This design comes from an exercise in tuning for small area, a short achievable clock period and few clock cycles per item on the open sky130 flow, not from production work.
Where RTL was checked, it was by simulation tests only, not by an equivalence proof against the original.
Power is estimated from default activity; no workload was simulated.

==> flow/design.v (excerpt) <==
module dmem_responder #(
    parameter int unsigned DEPTH   = 64,
    parameter int unsigned ADDR_W  = 32,
    parameter int unsigned LATENCY = 2
) (
    input  logic              clk,
    input  logic              rst,
    input  logic              req_valid,
    output logic              req_ready,
    input  logic              req_we,
    input  logic [ADDR_W-1:0] req_addr,
    input  logic [2:0]        req_funct3,
    input  logic [31:0]       req_wdata,
    output logic              rsp_valid,
    input  logic              rsp_ready,
    output logic [31:0]       rsp_rdata,
    output logic              rsp_err,
    output logic              busy
);
Size in the first run: roughly 4400 cells after synthesis, ~2300 flip-flops, roughly 110 I/O pins.
clock: 5.0 ns
lec_check: 0
cap_margin: 20
core_margin: 2
core_utilization: 65
cts_cluster_diameter: 80
cts_cluster_size: 30
place_density: 0.75
setup_slack_margin: 2.6
slew_margin: 20
run.sh (not shown) runs the stock make flow with config.mk's settings and CLKGATE_MAP_FILE= SYNTH_SCRIPT=/design/flow/synth_recipe.tcl, a recipe that flattens the netlist after the stock synthesis.
Testbench counts at the start, summed over its fixed seeds: cycles 4,816, items 4,800.
Change:
PLACE_DENSITY = default   (was 0.75)
SETUP_SLACK_MARGIN = 2.75   (was 2.6)
Effect: The new run went through all stages and came out clean; global-route usage is higher by 1.5 points; sequential power barely changes; total power rises slightly; final area increases by a few percent; maximum frequency grows by a few percent; utilization rose by 1.5 points; routed wire length went up by a few percent.
Change:
SETUP_SLACK_MARGIN = 2.7   (was 2.75)
=> Cell area hardly moves; global-route usage stays flat; core utilization stays flat; wire length barely changes; power stays flat.
Change:
CORE_UTILIZATION = 70   (was 65)
PLACE_DENSITY = 0.8   (was default)
SETUP_SLACK_MARGIN = 2.6   (was 2.7)
Outcome: Wire length stays flat; critical path depth decreases by 4; clock power decreases by about 7%.

The RTL this note starts from:
==> flow/design.v <==
module dmem_responder #(
    parameter int unsigned DEPTH   = 64,
    parameter int unsigned ADDR_W  = 32,
    parameter int unsigned LATENCY = 2
) (
    input  logic              clk,
    input  logic              rst,
    input  logic              req_valid,
    output logic              req_ready,
    input  logic              req_we,
    input  logic [ADDR_W-1:0] req_addr,
    input  logic [2:0]        req_funct3,
    input  logic [31:0]       req_wdata,
    output logic              rsp_valid,
    input  logic              rsp_ready,
    output logic [31:0]       rsp_rdata,
    output logic              rsp_err,
    output logic              busy
);
    localparam int unsigned IDX_W = $clog2(DEPTH);
    logic [31:0] mem [DEPTH];
    logic unused_c;
    assign unused_c = ^{req_addr[ADDR_W-1:IDX_W+2]};
    logic [IDX_W-1:0] idx;
    logic [1:0]       off;
    logic [2:0]       f3;
    assign idx = req_addr[IDX_W+1:2];
    assign off = req_addr[1:0];
    assign f3  = req_funct3;
    logic err;
    assign err = (f3[1:0] == 2'b11) || (f3 == 3'b110) || (req_we && f3[2]) ||
                 (f3[1:0] == 2'b01 && off[0]) || (f3[1:0] == 2'b10 && off != 2'b00);
    logic acc;
    assign acc = req_valid && req_ready;
    logic [3:0]  st_be;
    logic [31:0] st_wd;
    always_comb begin
        case (f3[1:0])
            2'b00: begin
                st_be = 4'b0001 << off;
                st_wd = {4{req_wdata[7:0]}};
            end
            2'b01: begin
                st_be = off[1] ? 4'b1100 : 4'b0011;
                st_wd = {2{req_wdata[15:0]}};
            end
            default: begin
                st_be = 4'b1111;
                st_wd = req_wdata;
            end
        endcase
    end
    logic do_st;
    assign do_st = acc && req_we && !err;
    always_ff @(posedge clk) begin
        for (int w = 0; w < DEPTH; w++) begin
            for (int b = 0; b < 4; b++) begin
                if (do_st && idx == IDX_W'(w) && st_be[b]) mem[w][8*b +: 8] <= st_wd[8*b +: 8];
            end
        end
    end
    logic        s1_v, s1_ld, s1_err, s1_uns;
    logic [1:0]  s1_off, s1_sz;
    logic [31:0] s1_word;
    logic        o_v, sk_v;
    logic        s1_hold;
    assign s1_hold = s1_v && o_v && sk_v;
    always_ff @(posedge clk) begin
        if (req_ready) begin
            s1_word <= mem[idx];
            s1_ld   <= !req_we && !err;
            s1_err  <= err;
            s1_off  <= off;
            s1_sz   <= f3[1:0];
            s1_uns  <= f3[2];
        end
    end
    logic [7:0]  rd_byte;
    logic [15:0] rd_half;
    logic [31:0] ext;
    always_comb begin
        case (s1_off)
            2'd0:    rd_byte = s1_word[7:0];
            2'd1:    rd_byte = s1_word[15:8];
            2'd2:    rd_byte = s1_word[23:16];
            default: rd_byte = s1_word[31:24];
        endcase
        rd_half = s1_off[1] ? s1_word[31:16] : s1_word[15:0];
        case (s1_sz)
            2'b00:   ext = {{24{rd_byte[7] & !s1_uns}}, rd_byte};
            2'b01:   ext = {{16{rd_half[15] & !s1_uns}}, rd_half};
            default: ext = s1_word;
        endcase
        if (!s1_ld) ext = 32'd0;
    end
    logic [31:0] sk_data;
    logic        sk_err;
    logic        take;
    assign take = o_v && rsp_ready;
    logic s1_move;
    assign s1_move = s1_v && !(o_v && sk_v);
    logic n_s1_v, n_o_v, n_sk_v;
    always_comb begin
        n_s1_v = acc || (s1_v && s1_hold);
        n_o_v  = (o_v && !take) || sk_v || s1_move;
        n_sk_v = (sk_v && !take) || (s1_move && o_v && !take);
    end
    always_ff @(posedge clk or negedge rst) begin
        if (!rst) begin
            s1_v      <= 1'b0;
            o_v       <= 1'b0;
            sk_v      <= 1'b0;
            req_ready <= 1'b0;
            busy      <= 1'b0;
        end else begin
            s1_v      <= n_s1_v;
            o_v       <= n_o_v;
            sk_v      <= n_sk_v;
            req_ready <= !(n_s1_v && n_o_v && n_sk_v);
            busy      <= n_s1_v || n_o_v || n_sk_v;
        end
    end
    assign rsp_valid = o_v;
    always_ff @(posedge clk) begin
        if (!o_v || take) begin
            if (sk_v) begin
                rsp_rdata <= sk_data;
                rsp_err   <= sk_err;
            end else begin
                rsp_rdata <= ext;
                rsp_err   <= s1_err;
            end
        end
        if (!sk_v || take) begin
            sk_data <= ext;
            sk_err  <= s1_err;
        end
    end
endmodule
clock: 5.0 ns
lec_check: 0
cap_margin: 20
core_margin: 2
core_utilization: 40
slew_margin: 20
The starting point ran to the end with no violations.
==> next run, changes <==
Settings changed: SETUP_SLACK_MARGIN set to 2.6.
What happened: Cell count goes up by 6.0%. Clock power is higher by about 5%. Die area does not change. Area after synthesis stays the same. Utilization rises by 6.8 points. Fmax rose by 36%.
Function was not checked in any run of this note: the RTL went through the layout flow alone.

Another version of the RTL of dmem_responder (not shown whole).
Size: about 0.087 mm2 of cells after synthesis.
// dmem_responder
module dmem_responder #(
    parameter int unsigned DEPTH   = 64,
    parameter int unsigned ADDR_W  = 32,
    parameter int unsigned LATENCY = 2
) (
    input  logic              clk,
    input  logic              rst,
    input  logic              req_valid,
    output logic              req_ready,
    input  logic              req_we,
    input  logic [ADDR_W-1:0] req_addr,
    input  logic [2:0]        req_funct3,
    input  logic [31:0]       req_wdata,
    output logic              rsp_valid,
    input  logic              rsp_ready,
    output logic [31:0]       rsp_rdata,
    output logic              rsp_err,
    output logic              busy
);
clock: 5.0 ns
lec_check: 0
cap_margin: 20
core_margin: 2
core_utilization: 65
cts_cluster_diameter: 70
cts_cluster_size: 26
setup_slack_margin: 2.8
slew_margin: 20
Testbench counts at the start, summed over its fixed seeds: cycles 4,816, items 4,800.
Change:
Settings changed: SETUP_SLACK_MARGIN 2.8 to 2.6.
Effect: The changed run completed without violations. Worst setup slack is better by 0.062 ns. Worst hold slack is better by 0.0057 ns. Sequential cell count is unchanged. Cell area fell by 5.6%. Combinational power fell by about 20%. Non-clock buffer count fell by 321. Via count fell by 9.4%. Area after synthesis is unchanged.

dmem_responder, a different RTL version from the one above (not shown whole).
For scale: about 4,400 cells after synthesis, about 110 I/O pins, roughly 85,000 sq um of cells after synthesis.
Design dmem_responder, start of the top module:
module dmem_responder #(
    parameter int unsigned DEPTH   = 64,
    parameter int unsigned ADDR_W  = 32,
    parameter int unsigned LATENCY = 2
) (
    input  logic              clk,
    input  logic              rst,
    input  logic              req_valid,
    output logic              req_ready,
    input  logic              req_we,
    input  logic [ADDR_W-1:0] req_addr,
    input  logic [2:0]        req_funct3,
    input  logic [31:0]       req_wdata,
    output logic              rsp_valid,
    input  logic              rsp_ready,
    output logic [31:0]       rsp_rdata,
    output logic              rsp_err,
    output logic              busy
);
clock: 5.0 ns
lec_check: 0
cap_margin: 20
core_margin: 2
core_utilization: 65
setup_slack_margin: 2.6
slew_margin: 20
The starting point produced a clean layout.
Testbench counts at the start, summed over its fixed seeds: cycles 4,816, items 4,800.
==> next run, changes <==
- CTS_CLUSTER_DIAMETER: unset -> 80
- CTS_CLUSTER_SIZE: unset -> 30
Result: Final area came out lower by about 2%; total power came out lower by 13%; flip-flop and latch count is unchanged; via count is lower by about 1.2%; hold slack gains 0.061 ns; wire length climbs by about 1%; synthesized cell count does not change; non-clock buffer count rose by 40; final cell count shrinks by about 2.8%; clock power falls by 37%.

== job 1663 ==
RTL: one of the versions met above, not the one the previous note started from.
For scale: roughly 2300 flip-flops.
Settings: LEC_CHECK=0, CAP_MARGIN=20, CORE_MARGIN=2, CORE_UTILIZATION=65, CTS_CLUSTER_DIAMETER=80, CTS_CLUSTER_SIZE=30, SETUP_SLACK_MARGIN=2.6, SLEW_MARGIN=20; clock period 5.0 ns.
Testbench counts of job 1663, summed over its fixed seeds: cycles 4,816, items 4,800.
#### Input delta (job 5315 over job 1663)
--- a/flow/config.mk
+++ b/flow/config.mk
@@ -11,4 +11,4 @@
 export CTS_CLUSTER_DIAMETER = 80
 export CTS_CLUSTER_SIZE = 30
-export SETUP_SLACK_MARGIN = 2.6
+export SETUP_SLACK_MARGIN = 2.85
 export SLEW_MARGIN = 20
==> results.txt <==
Compared with job 1663, job 5315 shows wire length per cell that has gone up by a few percent. Job 1663 leaves less setup margin than job 5315. Taking job 1663 as the reference, in job 5315 clock edge transition at the registers on the reported setup and hold paths stayed essentially flat; post-route total power rose by 0.00020 W. Measured against each other, job 5315 and job 1663 differ in post-cts resize count, the higher figure coming from job 5315. NOTE: fraction of final layout cells sized beyond drive strength 1 in job 5315 exceeds that of job 1663. ~same part of the total power dissipated in the clock network in job 5315 and job 1663. Looking only at leakage power summed over all cells, and setting everything else aside, the lower value of job 5315 and job 1663 goes to job 1663. Signed area change from the synthesized netlist to the final layout: job 5315 vs job 1663 up 3.0 points.
Input-level comparison between job 5356 and job 5315:
--- a/flow/config.mk
+++ b/flow/config.mk
@@ -6,9 +6,9 @@
 export NUM_CORES = 4
 export LEC_CHECK = 0
-export CAP_MARGIN = 20
+export CAP_MARGIN = 10
 export CORE_MARGIN = 2
 export CORE_UTILIZATION = 65
 export CTS_CLUSTER_DIAMETER = 80
 export CTS_CLUSTER_SIZE = 30
-export SETUP_SLACK_MARGIN = 2.85
-export SLEW_MARGIN = 20
+export SETUP_SLACK_MARGIN = 2.6
+export SLEW_MARGIN = 10
==> comparison <==
Number of clock buffers in the layout came out exactly the same in job 5356 and job 5315.
Final cell count | job 5356 below job 5315
Looking at job 5356 and job 5315, the register area is a wash.
Compared to job 5315, job 5356 has number of signal-net inverters in the final layout about 2.8% lower.
Of job 5356 and job 5315, the lower share of final-layout standard cells stronger than drive strength 1 belongs to job 5356.
Looking at number of global-route vias before repair, job 5356 sits 2.8% below job 5315.
Job 5356 against job 5315: worst path setup slack after routing fell 0.19 ns; arrival time of the worst setup path picked up an extra 1.62 ns; combinational share of power dropped 0.4 points; area growth from synthesis to layout fell by 3.0 points.
The higher count of plain and timing-repair buffers in the layout of job 5356 and job 5315 is in job 5315.

dmem_responder again, from the RTL that the note above started with.
make LEC_CHECK=0 CAP_MARGIN=20 CORE_MARGIN=2 CORE_UTILIZATION=65 CTS_CLUSTER_DIAMETER=80 CTS_CLUSTER_SIZE=30 SETUP_SLACK_MARGIN=3.0 SLEW_MARGIN=20 finish   # period 5.0 ns
The baseline finished clean.
Testbench counts at the start, summed over its fixed seeds: cycles 4,816, items 4,800.
Edit:
SETUP_SLACK_MARGIN = 2.8   (was 3.0)
Outcome: Die area does not change; worst setup slack is better by 0.016 ns; fmax increases by 0.71%; total power went down by 1.1%; register-to-register slack gets better by 0.06 ns; routed wire length came out lower by 8.3%.
Edit:
GPL_ROUTABILITY_DRIVEN = 0   (was not set)
SETUP_SLACK_MARGIN = 2.6   (was 2.8)
Result:
- critical path depth climbs by 7
- total power hardly moves
- synthesized cell count does not change

dmem_responder, a different RTL version from the one above (not shown whole).
Size: ~4600 cells after synthesis, roughly 2200 flip-flops, about 110 I/O pins, about 86000 um^2 of cells after synthesis.
## dmem_responder
module dmem_responder #(
    parameter int unsigned DEPTH   = 64,
    parameter int unsigned ADDR_W  = 32,
    parameter int unsigned LATENCY = 2
) (
    input  logic              clk,
    input  logic              rst,
    input  logic              req_valid,
    output logic              req_ready,
    input  logic              req_we,
    input  logic [ADDR_W-1:0] req_addr,
    input  logic [2:0]        req_funct3,
    input  logic [31:0]       req_wdata,
    output logic              rsp_valid,
    input  logic              rsp_ready,
    output logic [31:0]       rsp_rdata,
    output logic              rsp_err,
    output logic              busy
);
export LEC_CHECK = 0
export CAP_MARGIN = 20
export CORE_MARGIN = 2
export CORE_UTILIZATION = 65
export CTS_CLUSTER_DIAMETER = 70
export CTS_CLUSTER_SIZE = 26
export SETUP_SLACK_MARGIN = 2.6
export SLEW_MARGIN = 20
create_clock -name core_clock -period 5.0 [get_ports {clk}]
The baseline went through all stages and came out clean.
Testbench counts at the start, summed over its fixed seeds: cycles 4,816, items 4,800.
Change:
- CTS_CLUSTER_DIAMETER: 70 -> 80
- CTS_CLUSTER_SIZE: 26 -> 30
- SETUP_SLACK_MARGIN: 2.6 -> 2.4
After rerunning: Clock skew grows by 0.024 ns; wire length went down by 1.3%; count of clock-buffer cells in the layout decreases by 20; clock power decreases by 20%; final cell count drops by 2.2%; via count came out lower by 0.93%.

-- static timing again, ports no longer ideal --
In the flow no input, the clock included, has a driving cell. The finished layouts below were timed again as built, in two steps.
Step 1: set_driving_cell puts a clkbuf_16 on clk and a buf_2 on each other input, an assumption about the parent block.
Step 2, shift: input delay + t, output delay - t, t = (earliest + latest rising clock arrival at the registers) / 2. This alone moves slack from input paths to output paths.
Slacks: ideal ports / drivers / drivers and shift; pairs: ideal ports / drivers.
run	shift t [ns]	slack for setup (ns)	worst setup path after step 2
the first run of note 1	0.836	2.476 / 2.414 / 1.578	input to register
the second run of note 1	0.842	2.627 / 2.396 / 1.554	input to register
the third run of note 1	0.832	2.568 / 2.516 / 1.684	input to register
the fourth run of note 1	0.812	2.467 / 2.460 / 1.648	input to register
the first run of note 2	0.950	0.973 / 0.992 / 0.043	input to register
the second run of note 2	0.970	2.044 / 1.759 / 0.790	input to register
the first run of note 3	0.889	2.418 / 2.103 / 1.214	input to register
the second run of note 3	0.885	2.480 / 2.358 / 1.473	input to register
the first run of note 4	0.907	2.480 / 2.181 / 1.275	input to register
the second run of note 4	0.816	2.467 / 2.088 / 1.272	input to register
job 1663	0.831	2.507 / 2.382 / 1.551	input to register
job 5315	0.847	2.675 / 2.547 / 1.700	input to register
job 5356	0.833	2.490 / 2.377 / 1.544	input to register
the first run of note 6	0.851	2.672 / 2.592 / 1.750	input to register
the second run of note 6	0.839	2.689 / 2.528 / 1.689	input to register
the third run of note 6	0.845	2.449 / 2.454 / 1.610	input to register
the first run of note 7	0.881	2.498 / 2.203 / 1.322	input to register
the second run of note 7	0.837	2.274 / 2.199 / 1.362	input to register
After both steps setup and hold are still met in every run listed. The setup slack of the second run of note 2, which loses most, moves by -0.285 ns with the drivers and by -1.254 ns with both steps.
